Source: an optimization exercise on an open RTL-to-GDS flow (aim: small area, a short achievable clock period and few clock cycles per item). Production flows keep margins and buffers that such runs may drop.
At most, simulation tests tie the RTL to the original design; equivalence was not proved.
No activity file was given, so power comes from the tool's default toggle rates.

== P ==
==> flow/design.v <==
module msw_ring (
    input  logic        i_clk,
    input  logic        i_acc,
    input  logic [15:0] i_data,
    input  logic        i_w1,
    input  logic [7:0]  i_wm2,
    output logic [15:0] o_old
);
    logic [15:0]       r_x;
    logic [3*16-1:0]   r_s0;
    logic [12*16-1:0]  r_s1;
    logic [48*16-1:0]  r_s2;
    logic [192*16-1:0] r_s3;
    logic [15:0]       r_out;
    logic [15:0] out0, out1, out2, out3;
    always_comb begin
        case (i_wm2[1:0])
            2'd0:    out0 = r_x;
            2'd1:    out0 = r_s0[0*16 +: 16];
            2'd2:    out0 = r_s0[1*16 +: 16];
            default: out0 = r_s0[2*16 +: 16];
        endcase
        case (i_wm2[3:2])
            2'd0:    out1 = out0;
            2'd1:    out1 = r_s1[3*16 +: 16];
            2'd2:    out1 = r_s1[7*16 +: 16];
            default: out1 = r_s1[11*16 +: 16];
        endcase
        case (i_wm2[5:4])
            2'd0:    out2 = out1;
            2'd1:    out2 = r_s2[15*16 +: 16];
            2'd2:    out2 = r_s2[31*16 +: 16];
            default: out2 = r_s2[47*16 +: 16];
        endcase
        case (i_wm2[7:6])
            2'd0:    out3 = out2;
            2'd1:    out3 = r_s3[63*16 +: 16];
            2'd2:    out3 = r_s3[127*16 +: 16];
            default: out3 = r_s3[191*16 +: 16];
        endcase
    end
    always_ff @(posedge i_clk) begin
        if (i_acc) begin
            r_x <= i_data;
        end else if (!i_w1) begin
            r_x <= r_out;
        end
        r_s0  <= {r_s0[0 +: 2*16], r_x};
        r_s1  <= {r_s1[0 +: 11*16], out0};
        r_s2  <= {r_s2[0 +: 47*16], out1};
        r_s3  <= {r_s3[0 +: 191*16], out2};
        r_out <= out3;
    end
    assign o_old = i_w1 ? r_x : r_out;
endmodule
module max_sum_sliding_window (
    input  logic              i_clk,
    input  logic              i_rst_n,
    input  logic              i_cfg_we,
    input  logic [8:0]        i_cfg_data,
    input  logic              i_in_valid,
    output logic              o_in_ready,
    input  logic [15:0]       i_in_sample,
    input  logic              i_in_last,
    output logic              o_res_valid,
    input  logic              i_res_ready,
    output logic [15:0]       o_res_best_start,
    output logic [23:0]       o_res_best_sum,
    output logic [1:0]        o_res_status
);
    localparam logic [1:0] ST_OK    = 2'd0;
    localparam logic [1:0] ST_SHORT = 2'd1;
    localparam logic [1:0] ST_LONG  = 2'd2;
    logic [8:0]  r_cfg;
    logic [8:0]  cfg_nx;
    logic [7:0]  eff_wm2;
    logic [7:0]  r_ewm2;
    logic        r_ew1;        
    logic [7:0]  r_wm2;
    logic        r_w1;
    logic        r_ready;
    logic        r_mid;        
    logic [7:0]  r_gc;         
    logic        aligned;
    logic        acc;
    logic        take;
    logic [16:0] r_kc;         
    logic [16:0] r_t;          
    logic [23:0] r_sum;        
    logic [15:0] old_sample;
    logic        sub;
    logic [23:0] part;
    logic        r_s_valid;
    logic        r_s_last;
    logic [23:0] r_best;
    logic [15:0] r_bidx;
    logic        s_set;
    logic        s_upd;
    logic [1:0]  s_status;
    logic [23:0] n_best;
    logic [15:0] n_idx;
    logic        new_res;
    logic        r_oval;
    logic [41:0] r_out;
    assign cfg_nx = i_cfg_we ? i_cfg_data : r_cfg;
    always_comb begin
        if (cfg_nx <= 9'd1) begin
            eff_wm2 = 8'hFF;
        end else if (cfg_nx >= 9'd256) begin
            eff_wm2 = 8'd254;
        end else begin
            eff_wm2 = 8'(cfg_nx - 9'd2);
        end
    end
    always_ff @(posedge i_clk) begin
        if (!i_rst_n) begin
            r_cfg  <= 9'd1;
            r_ewm2 <= 8'hFF;
            r_ew1  <= 1'b1;
        end else begin
            r_cfg  <= cfg_nx;
            r_ewm2 <= eff_wm2;
            r_ew1  <= (cfg_nx <= 9'd1);
        end
    end
    always_ff @(posedge i_clk) begin
        if (!r_mid) begin
            r_wm2 <= r_ewm2;
            r_w1  <= r_ew1;
        end
    end
    assign acc     = i_in_valid && r_ready;
    assign take    = r_oval && i_res_ready;
    assign aligned = (r_gc == r_wm2);
    always_ff @(posedge i_clk) begin
        if (!i_rst_n) begin
            r_ready <= 1'b1;
            r_mid   <= 1'b0;
        end else begin
            r_ready <= (acc || !r_mid || aligned)
                    && !(acc && i_in_last) && !(r_s_valid && r_s_last)
                    && !(r_oval && !i_res_ready);
            if (acc) begin
                r_mid <= !i_in_last;
            end
        end
    end
    always_ff @(posedge i_clk) begin
        if (acc || aligned) begin
            r_gc <= 8'hFF;
        end else begin
            r_gc <= r_gc + 8'd1;
        end
    end
    msw_ring u_ring (
        .i_clk  (i_clk),
        .i_acc  (acc),
        .i_data (i_in_sample),
        .i_w1   (r_w1),
        .i_wm2  (r_wm2),
        .o_old  (old_sample)
    );
    assign sub  = r_mid && !r_kc[16];
    assign part = (r_mid ? r_sum : 24'd0) - (sub ? {{8{old_sample[15]}}, old_sample} : 24'd0);
    always_ff @(posedge i_clk) begin
        if (acc) begin
            r_sum <= part + {{8{i_in_sample[15]}}, i_in_sample};
            if (!r_mid) begin
                r_kc <= r_ew1 ? 17'd0 : {9'h1FF, ~r_ewm2};
                r_t  <= 17'd0;
            end else begin
                r_kc <= r_kc + 17'd1;
                r_t  <= r_t[16] ? r_t : (r_t + 17'd1);
            end
        end
    end
    always_ff @(posedge i_clk) begin
        if (!i_rst_n) begin
            r_s_valid <= 1'b0;
        end else begin
            r_s_valid <= acc;
        end
        r_s_last <= i_in_last;
    end
    always_comb begin
        s_set  = (r_kc == 17'd0);
        s_upd  = !r_kc[16] && (s_set || ($signed(r_sum) >= $signed(r_best)));
        n_best = s_upd ? r_sum : r_best;
        n_idx  = s_upd ? r_kc[15:0] : r_bidx;
        if (r_t[16]) begin
            s_status = ST_LONG;
        end else if (r_kc[16]) begin
            s_status = ST_SHORT;
        end else begin
            s_status = ST_OK;
        end
        new_res = r_s_valid && r_s_last;
    end
    always_ff @(posedge i_clk) begin
        if (r_s_valid && s_upd) begin
            r_best <= r_sum;
            r_bidx <= r_kc[15:0];
        end
    end
    always_ff @(posedge i_clk) begin
        if (!i_rst_n) begin
            r_oval <= 1'b0;
        end else begin
            r_oval <= new_res || (r_oval && !i_res_ready);
        end
    end
    always_ff @(posedge i_clk) begin
        if (new_res) begin
            if (s_status == ST_OK) begin
                r_out <= {n_idx, n_best, s_status};
            end else begin
                r_out <= {16'd0, 24'd0, s_status};
            end
        end
    end
    assign o_in_ready       = r_ready;
    assign o_res_valid      = r_oval;
    assign o_res_best_start = r_out[41:26];
    assign o_res_best_sum   = r_out[25:2];
    assign o_res_status     = r_out[1:0];
endmodule
==> flow/config.mk <==
export PLATFORM = sky130hd
export DESIGN_NAME = max_sum_sliding_window
export DESIGN_NICKNAME = max_sum_sliding_window
export VERILOG_FILES = /design/flow/design.v
export SDC_FILE = /design/flow/constraint.sdc
export NUM_CORES = 4
export LEC_CHECK = 0
export CAP_MARGIN = 20
export CORE_MARGIN = 2
export CORE_UTILIZATION = 45
export CTS_CLUSTER_DIAMETER = 80
export CTS_CLUSTER_SIZE = 28
export PLACE_DENSITY = 0.6
export SLEW_MARGIN = 20
==> flow/constraint.sdc <==
create_clock -name core_clock -period 10.0 [get_ports {i_clk}]
set_input_delay 2.0000 -clock core_clock [delete_from_list [all_inputs] [get_ports {i_clk}]]
set_output_delay 2.0000 -clock core_clock [all_outputs]
set_load 0.01 [all_outputs]
standard.sh (not shown) runs the stock make flow with config.mk's settings and CLKGATE_MAP_FILE= SYNTH_SCRIPT=/design/flow/synth_recipe.tcl, a recipe that flattens the netlist after the stock synthesis.
==> flow/flow/run.sh <==
#!/bin/bash
# Own layout flow: the standard ORFS flow (standard.sh, standard synthesis unchanged)
# with two changes to how the layout is optimised (constraints and clock period unchanged):
#  - ports are buffered with buf_4 cells instead of the default delay-cell buffer,
#  - timing repair aims at a setup slack margin, so it also speeds up paths that
#    already meet the period.
# The make output goes to standard_flow.log; ORFS keeps each tool's log under orfs/logs.
set -euo pipefail
export BUFFER_PORTS_ARGS="-buffer_cell sky130_fd_sc_hd__buf_4"
export SETUP_SLACK_MARGIN=6.4
bash standard.sh > standard_flow.log 2>&1
The inputs of Q differ from those of P as listed below.
diff --git a/flow/design.v b/flow/design.v
--- a/flow/design.v
+++ b/flow/design.v
@@ -5,4 +5,5 @@
     input  logic        i_w1,
     input  logic [7:0]  i_wm2,
+    output logic [15:0] o_x,
     output logic [15:0] o_old
 );
@@ -52,4 +53,5 @@
         r_out <= out3;
     end
+    assign o_x   = r_x;
     assign o_old = i_w1 ? r_x : r_out;
 endmodule
@@ -87,8 +89,8 @@
     logic [16:0] r_kc;         
     logic [16:0] r_t;          
-    logic [23:0] r_sum;        
+    logic [24:0] r_part;       
+    logic [15:0] last_sample;  
     logic [15:0] old_sample;
     logic        sub;
-    logic [23:0] part;
     logic        r_s_valid;
     logic        r_s_last;
@@ -98,9 +100,11 @@
     logic        s_upd;
     logic [1:0]  s_status;
+    logic [23:0] s_sum;
+    logic [25:0] s_diff;
     logic [23:0] n_best;
     logic [15:0] n_idx;
     logic        new_res;
     logic        r_oval;
-    logic [41:0] r_out;
+    logic [1:0]  r_status;
     assign cfg_nx = i_cfg_we ? i_cfg_data : r_cfg;
     always_comb begin
@@ -159,11 +163,12 @@
         .i_w1   (r_w1),
         .i_wm2  (r_wm2),
+        .o_x    (last_sample),
         .o_old  (old_sample)
     );
-    assign sub  = r_mid && !r_kc[16];
-    assign part = (r_mid ? r_sum : 24'd0) - (sub ? {{8{old_sample[15]}}, old_sample} : 24'd0);
+    assign sub = r_mid && !r_kc[16];
     always_ff @(posedge i_clk) begin
         if (acc) begin
-            r_sum <= part + {{8{i_in_sample[15]}}, i_in_sample};
+            r_part <= (r_mid ? (r_part + {{9{last_sample[15]}}, last_sample}) : 25'd0)
+                    - (sub ? {{9{old_sample[15]}}, old_sample} : 25'd0);
             if (!r_mid) begin
                 r_kc <= r_ew1 ? 17'd0 : {9'h1FF, ~r_ewm2};
@@ -184,7 +189,10 @@
     end
     always_comb begin
+        s_sum  = 24'(r_part + {{9{last_sample[15]}}, last_sample});
+        s_diff = {r_part[24], r_part} + {{10{last_sample[15]}}, last_sample}
+               - {{2{r_best[23]}}, r_best};
         s_set  = (r_kc == 17'd0);
-        s_upd  = !r_kc[16] && (s_set || ($signed(r_sum) >= $signed(r_best)));
-        n_best = s_upd ? r_sum : r_best;
+        s_upd  = !r_kc[16] && (s_set || !s_diff[25]);
+        n_best = s_upd ? s_sum : r_best;
         n_idx  = s_upd ? r_kc[15:0] : r_bidx;
         if (r_t[16]) begin
@@ -198,6 +206,15 @@
     end
     always_ff @(posedge i_clk) begin
-        if (r_s_valid && s_upd) begin
-            r_best <= r_sum;
+        if (new_res) begin
+            r_status <= s_status;
+            if (s_status == ST_OK) begin
+                r_best <= n_best;
+                r_bidx <= n_idx;
+            end else begin
+                r_best <= 24'd0;
+                r_bidx <= 16'd0;
+            end
+        end else if (r_s_valid && s_upd) begin
+            r_best <= s_sum;
             r_bidx <= r_kc[15:0];
         end
@@ -208,19 +225,10 @@
         end else begin
             r_oval <= new_res || (r_oval && !i_res_ready);
-        end
-    end
-    always_ff @(posedge i_clk) begin
-        if (new_res) begin
-            if (s_status == ST_OK) begin
-                r_out <= {n_idx, n_best, s_status};
-            end else begin
-                r_out <= {16'd0, 24'd0, s_status};
-            end
         end
     end
     assign o_in_ready       = r_ready;
     assign o_res_valid      = r_oval;
-    assign o_res_best_start = r_out[41:26];
-    assign o_res_best_sum   = r_out[25:2];
-    assign o_res_status     = r_out[1:0];
+    assign o_res_best_start = r_bidx;
+    assign o_res_best_sum   = r_best;
+    assign o_res_status     = r_status;
 endmodule
## What came out
Run comparison: P highest layer used for signal routing met5; Q highest layer used for signal routing met4. Q against P: global router's overall resource usage picked up an extra 0.91 points, total power picked up an extra 5.0%. The sequential power of Q and that of P are within noise of each other. On Q: total stage count of the critical path is 6 higher than what P gave. Post-route clock period utilization was higher in Q than in P. Cell-internal power, P and Q: higher on Q. On die extent in y, Q tracks P almost exactly. Between P and Q, buffer count from post-CTS setup fixing increased. Average footprint of a synthesized cell (higher): P. In the reports, the flip-flop count of Q falls short of that of P. Going from P to Q, the sequential share of layout area was found to have gone down by 1.5 points. | post-synthesis share of cell area spent on xor and xnor gates | Q vs P | ≈ equal |. Of P and Q, the run reporting the lower sum of met3 wire segment lengths after detailed routing was Q.
Testbench counts of Q, summed over its fixed seeds: cycles 59,560, items 59,080.
The RTL of P was laid out without a check of its function.

-- re-timing with driven ports --
No port has a modelled driver above. Below, the same layouts with a new extraction and two added sets of constraints. Step 1 sets driving cells, clkbuf_16 on the clock port and buf_2 on the other inputs (assumed; they add their load-dependent delay and slew). Step 2 times the ports against the registers' clock, not the clock port: input delays grow and output delays shrink by t, the midpoint of the rising clock arrivals with the driver on. a / b / c = ideal / step 1 / step 2; a / b = the first two.
run | shift t [ns] | slack for setup (ns) | worst setup path at the end
P | 0.882 | 6.171 / 6.095 / 5.213 | input to register
Q | 0.905 | 5.635 / 5.635 / 5.635 | register to register
After both steps every run listed still meets setup and hold. For P, which loses most, drivers alone change the setup slack by -0.076 ns; drivers and shift together by -0.958 ns.
